This is an optimization exercise on Yosys and OpenROAD, whose aim is small area, a short achievable clock period and few clock cycles per item, not a production implementation.
No activity file was given, so power comes from the tool's default toggle rates.

==> flow/design.v (excerpt) <==
module unordered_value_table_unit #(
    parameter int DEPTH = 16
) (
    input  logic                aclk,
    input  logic                aresetn,
    input  logic                s_tvalid,
    output logic                s_tready,
    input  logic [uvt_pkg::InDataW-1:0]  s_tdata,
    output logic                m_tvalid,
    input  logic                m_tready,
    output logic [uvt_pkg::OutDataW-1:0] m_tdata
);
    localparam int AW = $clog2(DEPTH);
    localparam int CW = $clog2(DEPTH + 1);
    localparam int RW = StatusW + FoundW + CountW;
    logic              s_tready_reg;
    logic              e_valid;
    logic [CmdW-1:0]   e_cmd;
    logic [ValueW-1:0] e_val;
    logic [DEPTH-1:0]  e_eq_lo;
    logic [DEPTH-1:0]  e_eq_hi;
    logic [DEPTH-1:0]  e_fix_sel;    
    logic              e_fix_val;    
    logic [CW-1:0]     cnt_reg;
    logic [DEPTH-1:0]  occ;
    logic [DEPTH-1:0]  last_sel;
    logic [1:0]        q_n;
    logic [RW-1:0]     q_head;
    logic [RW-1:0]     q_tail;
    logic              accept;
    logic              fire;
    logic              pop;
    logic [1:0]        q_n_next;
    logic              e_valid_next;
    assign accept = s_tvalid && s_tready_reg;
    assign fire   = e_valid && !q_n[1];
    assign pop    = q_n != 2'd0 && m_tready;
    assign q_n_next     = q_n - 2'(pop) + 2'(fire);
    assign e_valid_next = accept || (e_valid && !fire);
    assign s_tready = s_tready_reg;
    assign m_tvalid = q_n != 2'd0;
    assign m_tdata  = {{(OutDataW-RW){1'b0}}, q_head};
    logic [CmdW-1:0]   s_cmd;
    logic [ValueW-1:0] s_val;
    logic [DEPTH-1:0]  c_eq_lo;
    logic [DEPTH-1:0]  c_eq_hi;
    logic              c_fix_eq;
    logic [ValueW-1:0] last_val;
    assign s_cmd     = s_tdata[CmdW-1:0];
    assign s_val     = s_tdata[CmdW+ValueW-1:CmdW];
    assign c_fix_eq  = s_val == wdata;
    logic              is_app, is_pop, is_loc, is_rem;
    logic [DEPTH-1:0]  eq;
    logic [DEPTH-1:0]  hit;
    logic [DEPTH-1:0]  first;
    logic [DEPTH-1:0]  app_sel;
    logic [DEPTH-1:0]  we;
  ...
==> module uvt_ram, before the edit <==
module uvt_ram #(
    parameter int WIDTH = 32,
    parameter int DEPTH = 16
) (
    input  logic                     aclk,
    input  logic [DEPTH-1:0]         we,      
    input  logic [WIDTH-1:0]         wdata,   
    input  logic [DEPTH-1:0]         lsel,    
    input  logic [WIDTH-1:0]         key,     
    output logic [DEPTH-1:0]         eq_lo,   
    output logic [DEPTH-1:0]         eq_hi,   
    output logic [WIDTH-1:0]         rdata    
);
    logic [WIDTH-1:0] mem [DEPTH];
    always_ff @(posedge aclk) begin
        for (int j = 0; j < DEPTH; j++) begin
            if (we[j]) mem[j] <= wdata;
        end
    end
    always_comb begin
        rdata = '0;
        for (int j = 0; j < DEPTH; j++) begin
            eq_lo[j] = (mem[j][WIDTH/2-1:0] == key[WIDTH/2-1:0]);
            eq_hi[j] = (mem[j][WIDTH-1:WIDTH/2] == key[WIDTH-1:WIDTH/2]);
            rdata = rdata | (mem[j] & {WIDTH{lsel[j]}});
        end
    end
endmodule
==> module unordered_value_table_unit, before the edit <==
module unordered_value_table_unit #(
    parameter int DEPTH = 16
) (
    input  logic                aclk,
    input  logic                aresetn,
    input  logic                s_tvalid,
    output logic                s_tready,
    input  logic [uvt_pkg::InDataW-1:0]  s_tdata,
    output logic                m_tvalid,
    input  logic                m_tready,
    output logic [uvt_pkg::OutDataW-1:0] m_tdata
);
    localparam int AW = $clog2(DEPTH);
    localparam int CW = $clog2(DEPTH + 1);
    localparam int RW = StatusW + FoundW + CountW;
    logic              s_tready_reg;
    logic              e_valid;
    logic [CmdW-1:0]   e_cmd;
    logic [ValueW-1:0] e_val;
    logic [DEPTH-1:0]  e_eq_lo;
    logic [DEPTH-1:0]  e_eq_hi;
    logic [DEPTH-1:0]  e_fix_sel;    
    logic              e_fix_val;    
    logic [CW-1:0]     cnt_reg;
    logic [DEPTH-1:0]  occ;
    logic [DEPTH-1:0]  last_sel;
    logic [1:0]        q_n;
    logic [RW-1:0]     q_head;
    logic [RW-1:0]     q_tail;
    logic              accept;
    logic              fire;
    logic              pop;
    logic [1:0]        q_n_next;
    logic              e_valid_next;
    assign accept = s_tvalid && s_tready_reg;
    assign fire   = e_valid && !q_n[1];
    assign pop    = q_n != 2'd0 && m_tready;
    assign q_n_next     = q_n - 2'(pop) + 2'(fire);
    assign e_valid_next = accept || (e_valid && !fire);
    assign s_tready = s_tready_reg;
    assign m_tvalid = q_n != 2'd0;
    assign m_tdata  = {{(OutDataW-RW){1'b0}}, q_head};
    logic [CmdW-1:0]   s_cmd;
    logic [ValueW-1:0] s_val;
    logic [DEPTH-1:0]  c_eq_lo;
    logic [DEPTH-1:0]  c_eq_hi;
    logic              c_fix_eq;
    logic [ValueW-1:0] last_val;
    assign s_cmd     = s_tdata[CmdW-1:0];
    assign s_val     = s_tdata[CmdW+ValueW-1:CmdW];
    assign c_fix_eq  = s_val == wdata;
    logic              is_app, is_pop, is_loc, is_rem;
    logic [DEPTH-1:0]  eq;
    logic [DEPTH-1:0]  hit;
    logic [DEPTH-1:0]  first;
    logic [DEPTH-1:0]  app_sel;
    logic [DEPTH-1:0]  we;
    logic [ValueW-1:0] wdata;
    logic              any_hit;
    logic [AW-1:0]     fidx;
    logic              empty, full;
    logic              grow, shrink;
    logic [CW-1:0]     cnt_next;
    logic [DEPTH-1:0]  occ_next;
    logic [DEPTH-1:0]  last_next;
    logic [StatusW-1:0] stat;
    logic [RW-1:0]     res;
    assign is_app = e_cmd == CMD_APPEND;
    assign is_pop = e_cmd == CMD_POP;
    assign is_loc = e_cmd == CMD_LOCATE;
    assign is_rem = e_cmd == CMD_REMOVE;
    assign empty  = !occ[0];
    assign full   = occ[DEPTH-1];
    always_comb begin
        eq = (e_eq_lo & e_eq_hi & ~e_fix_sel) | (e_fix_sel & {DEPTH{e_fix_val}});
        hit = eq & occ;
        first = '0;
        fidx = '0;
        for (int j = DEPTH - 1; j >= 0; j--) begin
            if (hit[j]) begin
                first = '0;
                first[j] = 1'b1;
                fidx = AW'(j);
            end
        end
        any_hit = |hit;
        app_sel = {last_sel[DEPTH-2:0], empty};
    end
    assign wdata = is_rem ? last_val : e_val;
    assign we    = fire ? (is_app ? app_sel : is_rem ? first : '0) : '0;
    assign grow   = is_app && !full;
    assign shrink = (is_pop && !empty) || (is_rem && any_hit);
    always_comb begin
        cnt_next  = cnt_reg;
        occ_next  = occ;
        last_next = last_sel;
        if (grow) begin
            cnt_next  = cnt_reg + CW'(1);
            occ_next  = {occ[DEPTH-2:0], 1'b1};
            last_next = app_sel;
        end else if (shrink) begin
            cnt_next  = cnt_reg - CW'(1);
            occ_next  = {1'b0, occ[DEPTH-1:1]};
            last_next = {1'b0, last_sel[DEPTH-1:1]};
        end
    end
    always_comb begin
        if (is_app) stat = full ? STAT_FULL : STAT_OK;
        else if (empty) stat = STAT_EMPTY;
        else if (is_pop || any_hit) stat = STAT_OK;
        else stat = STAT_NOT_FOUND;
    end
    assign res = {cnt_next, (is_loc || is_rem) ? fidx : AW'(0), stat};
    uvt_ram #(
        .WIDTH(ValueW),
        .DEPTH(DEPTH)
    ) u_entries (
        .aclk  (aclk),
        .we    (we),
        .wdata (wdata),
        .lsel  (last_sel),
        .key   (s_val),
        .eq_lo (c_eq_lo),
        .eq_hi (c_eq_hi),
        .rdata (last_val)
    );
    always_ff @(posedge aclk) begin
        if (!aresetn) begin
            e_valid      <= 1'b0;
            s_tready_reg <= 1'b1;
            cnt_reg      <= '0;
            occ          <= '0;
            last_sel     <= '0;
            q_n          <= 2'd0;
        end else begin
            e_valid      <= e_valid_next;
            s_tready_reg <= !e_valid_next || !q_n_next[1];
            if (fire) begin
                cnt_reg  <= cnt_next;
                occ      <= occ_next;
                last_sel <= last_next;
            end
            q_n <= q_n_next;
        end
    end
    always_ff @(posedge aclk) begin
        if (accept) begin
            e_cmd     <= s_cmd;
            e_val     <= s_val;
            e_eq_lo   <= c_eq_lo;
            e_eq_hi   <= c_eq_hi;
            e_fix_sel <= we;
            e_fix_val <= c_fix_eq;
        end
        if (q_n == 2'd0 || (q_n == 2'd1 && pop)) begin
            if (fire) q_head <= res;
        end else if (q_n == 2'd2 && pop) begin
            q_head <= q_tail;
        end
        if (fire && q_n == 2'd1 && !pop) q_tail <= res;
    end
endmodule
==> flow/config.mk <==
export PLATFORM = sky130hd
export DESIGN_NAME = unordered_value_table_unit
export DESIGN_NICKNAME = unordered_value_table_unit
export VERILOG_FILES = /design/flow/design.v
export SDC_FILE = /design/flow/constraint.sdc
export NUM_CORES = 4
export LEC_CHECK = 0
export CAP_MARGIN = 20
export CORE_MARGIN = 2
export CORE_UTILIZATION = 40
export CTS_BUF_LIST = sky130_fd_sc_hd__clkbuf_16
export CTS_CLUSTER_DIAMETER = 80
export CTS_CLUSTER_SIZE = 30
export PLACE_DENSITY = 0.6
export SETUP_SLACK_MARGIN = 2.3
export SLEW_MARGIN = 20
==> flow/constraint.sdc <==
create_clock -name core_clock -period 5.0 [get_ports {aclk}]
set_input_delay 1.0000 -clock core_clock [delete_from_list [all_inputs] [get_ports {aclk}]]
set_output_delay 1.0000 -clock core_clock [all_outputs]
set_load 0.01 [all_outputs]
standard.sh (not shown) runs the stock make flow with config.mk's settings and CLKGATE_MAP_FILE= SYNTH_SCRIPT=/design/flow/synth_recipe.tcl, a recipe that flattens the netlist after the stock synthesis.
==> flow/flow/run.sh <==
#!/bin/bash
# Standard layout with two changes: ports are buffered by a plain buffer
# instead of the default pick, and the resizer may change a cell's footprint
# in every stage (the platform limits it to same-footprint swaps before
# global routing).
set -euo pipefail
export BUFFER_PORTS_ARGS="-buffer_cell sky130_fd_sc_hd__buf_4"
sed 's/CLKGATE_MAP_FILE= /CLKGATE_MAP_FILE= MATCH_CELL_FOOTPRINT=0 /' standard.sh > standard_fp.sh
cp standard_fp.sh standard_fp.sh.log
bash standard_fp.sh > standard.log 2>&1
Change:
--- a/flow/design.v
+++ b/flow/design.v
@@ -36,8 +36,7 @@
     input  logic [WIDTH-1:0]         wdata,   
     input  logic [DEPTH-1:0]         lsel,    
     input  logic [WIDTH-1:0]         key,     
-    output logic [DEPTH-1:0]         eq_lo,   
-    output logic [DEPTH-1:0]         eq_hi,   
+    output logic [DEPTH-1:0]         eq,      
     output logic [WIDTH-1:0]         rdata    
 );
     logic [WIDTH-1:0] mem [DEPTH];
@@ -49,8 +48,7 @@
     always_comb begin
         rdata = '0;
         for (int j = 0; j < DEPTH; j++) begin
-            eq_lo[j] = (mem[j][WIDTH/2-1:0] == key[WIDTH/2-1:0]);
-            eq_hi[j] = (mem[j][WIDTH-1:WIDTH/2] == key[WIDTH-1:WIDTH/2]);
+            eq[j] = (mem[j] == key);
             rdata = rdata | (mem[j] & {WIDTH{lsel[j]}});
         end
     end
@@ -72,37 +70,27 @@
     localparam int AW = $clog2(DEPTH);
     localparam int CW = $clog2(DEPTH + 1);
     localparam int RW = StatusW + FoundW + CountW;
-    logic              s_tready_reg;
     logic              e_valid;
     logic [CmdW-1:0]   e_cmd;
     logic [ValueW-1:0] e_val;
-    logic [DEPTH-1:0]  e_eq_lo;
-    logic [DEPTH-1:0]  e_eq_hi;
+    logic [DEPTH-1:0]  e_eq;
     logic [DEPTH-1:0]  e_fix_sel;    
     logic              e_fix_val;    
     logic [CW-1:0]     cnt_reg;
     logic [DEPTH-1:0]  occ;
     logic [DEPTH-1:0]  last_sel;
-    logic [1:0]        q_n;
-    logic [RW-1:0]     q_head;
-    logic [RW-1:0]     q_tail;
+    logic              m_valid;
+    logic [RW-1:0]     m_res;
     logic              accept;
     logic              fire;
-    logic              pop;
-    logic [1:0]        q_n_next;
-    logic              e_valid_next;
-    assign accept = s_tvalid && s_tready_reg;
-    assign fire   = e_valid && !q_n[1];
-    assign pop    = q_n != 2'd0 && m_tready;
-    assign q_n_next     = q_n - 2'(pop) + 2'(fire);
-    assign e_valid_next = accept || (e_valid && !fire);
-    assign s_tready = s_tready_reg;
-    assign m_tvalid = q_n != 2'd0;
-    assign m_tdata  = {{(OutDataW-RW){1'b0}}, q_head};
+    assign fire   = e_valid && (!m_valid || m_tready);
+    assign accept = s_tvalid && s_tready;
+    assign s_tready = !e_valid || fire;
+    assign m_tvalid = m_valid;
+    assign m_tdata  = {{(OutDataW-RW){1'b0}}, m_res};
     logic [CmdW-1:0]   s_cmd;
     logic [ValueW-1:0] s_val;
-    logic [DEPTH-1:0]  c_eq_lo;
-    logic [DEPTH-1:0]  c_eq_hi;
+    logic [DEPTH-1:0]  c_eq;
     logic              c_fix_eq;
     logic [ValueW-1:0] last_val;
     assign s_cmd     = s_tdata[CmdW-1:0];
@@ -131,7 +119,7 @@
     assign empty  = !occ[0];
     assign full   = occ[DEPTH-1];
     always_comb begin
-        eq = (e_eq_lo & e_eq_hi & ~e_fix_sel) | (e_fix_sel & {DEPTH{e_fix_val}});
+        eq = (e_eq & ~e_fix_sel) | (e_fix_sel & {DEPTH{e_fix_val}});
         hit = eq & occ;
         first = '0;
         fidx = '0;
@@ -179,43 +167,34 @@
         .wdata (wdata),
         .lsel  (last_sel),
         .key   (s_val),
-        .eq_lo (c_eq_lo),
-        .eq_hi (c_eq_hi),
+        .eq    (c_eq),
         .rdata (last_val)
     );
     always_ff @(posedge aclk) begin
         if (!aresetn) begin
             e_valid      <= 1'b0;
-            s_tready_reg <= 1'b1;
             cnt_reg      <= '0;
             occ          <= '0;
             last_sel     <= '0;
-            q_n          <= 2'd0;
+            m_valid      <= 1'b0;
         end else begin
-            e_valid      <= e_valid_next;
-            s_tready_reg <= !e_valid_next || !q_n_next[1];
+            e_valid      <= accept || (e_valid && !fire);
             if (fire) begin
                 cnt_reg  <= cnt_next;
                 occ      <= occ_next;
                 last_sel <= last_next;
             end
-            q_n <= q_n_next;
+            m_valid <= fire || (m_valid && !m_tready);
         end
     end
     always_ff @(posedge aclk) begin
         if (accept) begin
             e_cmd     <= s_cmd;
             e_val     <= s_val;
-            e_eq_lo   <= c_eq_lo;
-            e_eq_hi   <= c_eq_hi;
+            e_eq      <= c_eq;
             e_fix_sel <= we;
             e_fix_val <= c_fix_eq;
         end
-        if (q_n == 2'd0 || (q_n == 2'd1 && pop)) begin
-            if (fire) q_head <= res;
-        end else if (q_n == 2'd2 && pop) begin
-            q_head <= q_tail;
-        end
-        if (fire && q_n == 2'd1 && !pop) q_tail <= res;
+        if (fire) m_res <= res;
     end
 endmodule
Outcome: Setup slack improves by 0.056 ns; clock power shrinks by about 4%; wire length goes up by 14%; combinational power shrinks by about 50%; global-route usage increases by 7.3 points; area after synthesis fell by 3.5%.
No run of this note included a check of the RTL's function; only the layout flow was run.

afterwards: timing with drivers on the ports:
The results above use ideal ports. As a check the final layouts listed here were re-extracted and re-timed, cells and wires unchanged.
Step 1 (the two cells are an assumption about what drives the block):
set clk [get_ports {aclk}]
set_driving_cell -lib_cell sky130_fd_sc_hd__clkbuf_16 $clk
set_driving_cell -lib_cell sky130_fd_sc_hd__buf_2 [delete_from_list [all_inputs] $clk]
Step 2 also shifts input and output timing later by t, the mid clock arrival at the registers, as if the neighbouring blocks saw the same clock.
Slacks: ideal / step 1 / step 2; pairs: ideal / step 1.
| run | t, ns | slack for setup (ns) | worst setup path after step 2 | slew at the worst register clock pin (ns) | worst data-port slew with drivers (ns) |
|---|---|---|---|---|---|
| the first run | 0.660 | 2.005 / 1.989 / 1.329 | input to register | 0.12 / 0.12 | 0.14 |
| the second run | 0.661 | 2.061 / 2.061 / 1.412 | input to register | 0.12 / 0.12 | 0.11 |
After both steps every run listed still meets setup and hold. For the first run, which loses most, drivers alone change the setup slack by -0.016 ns; drivers and shift together by -0.676 ns.
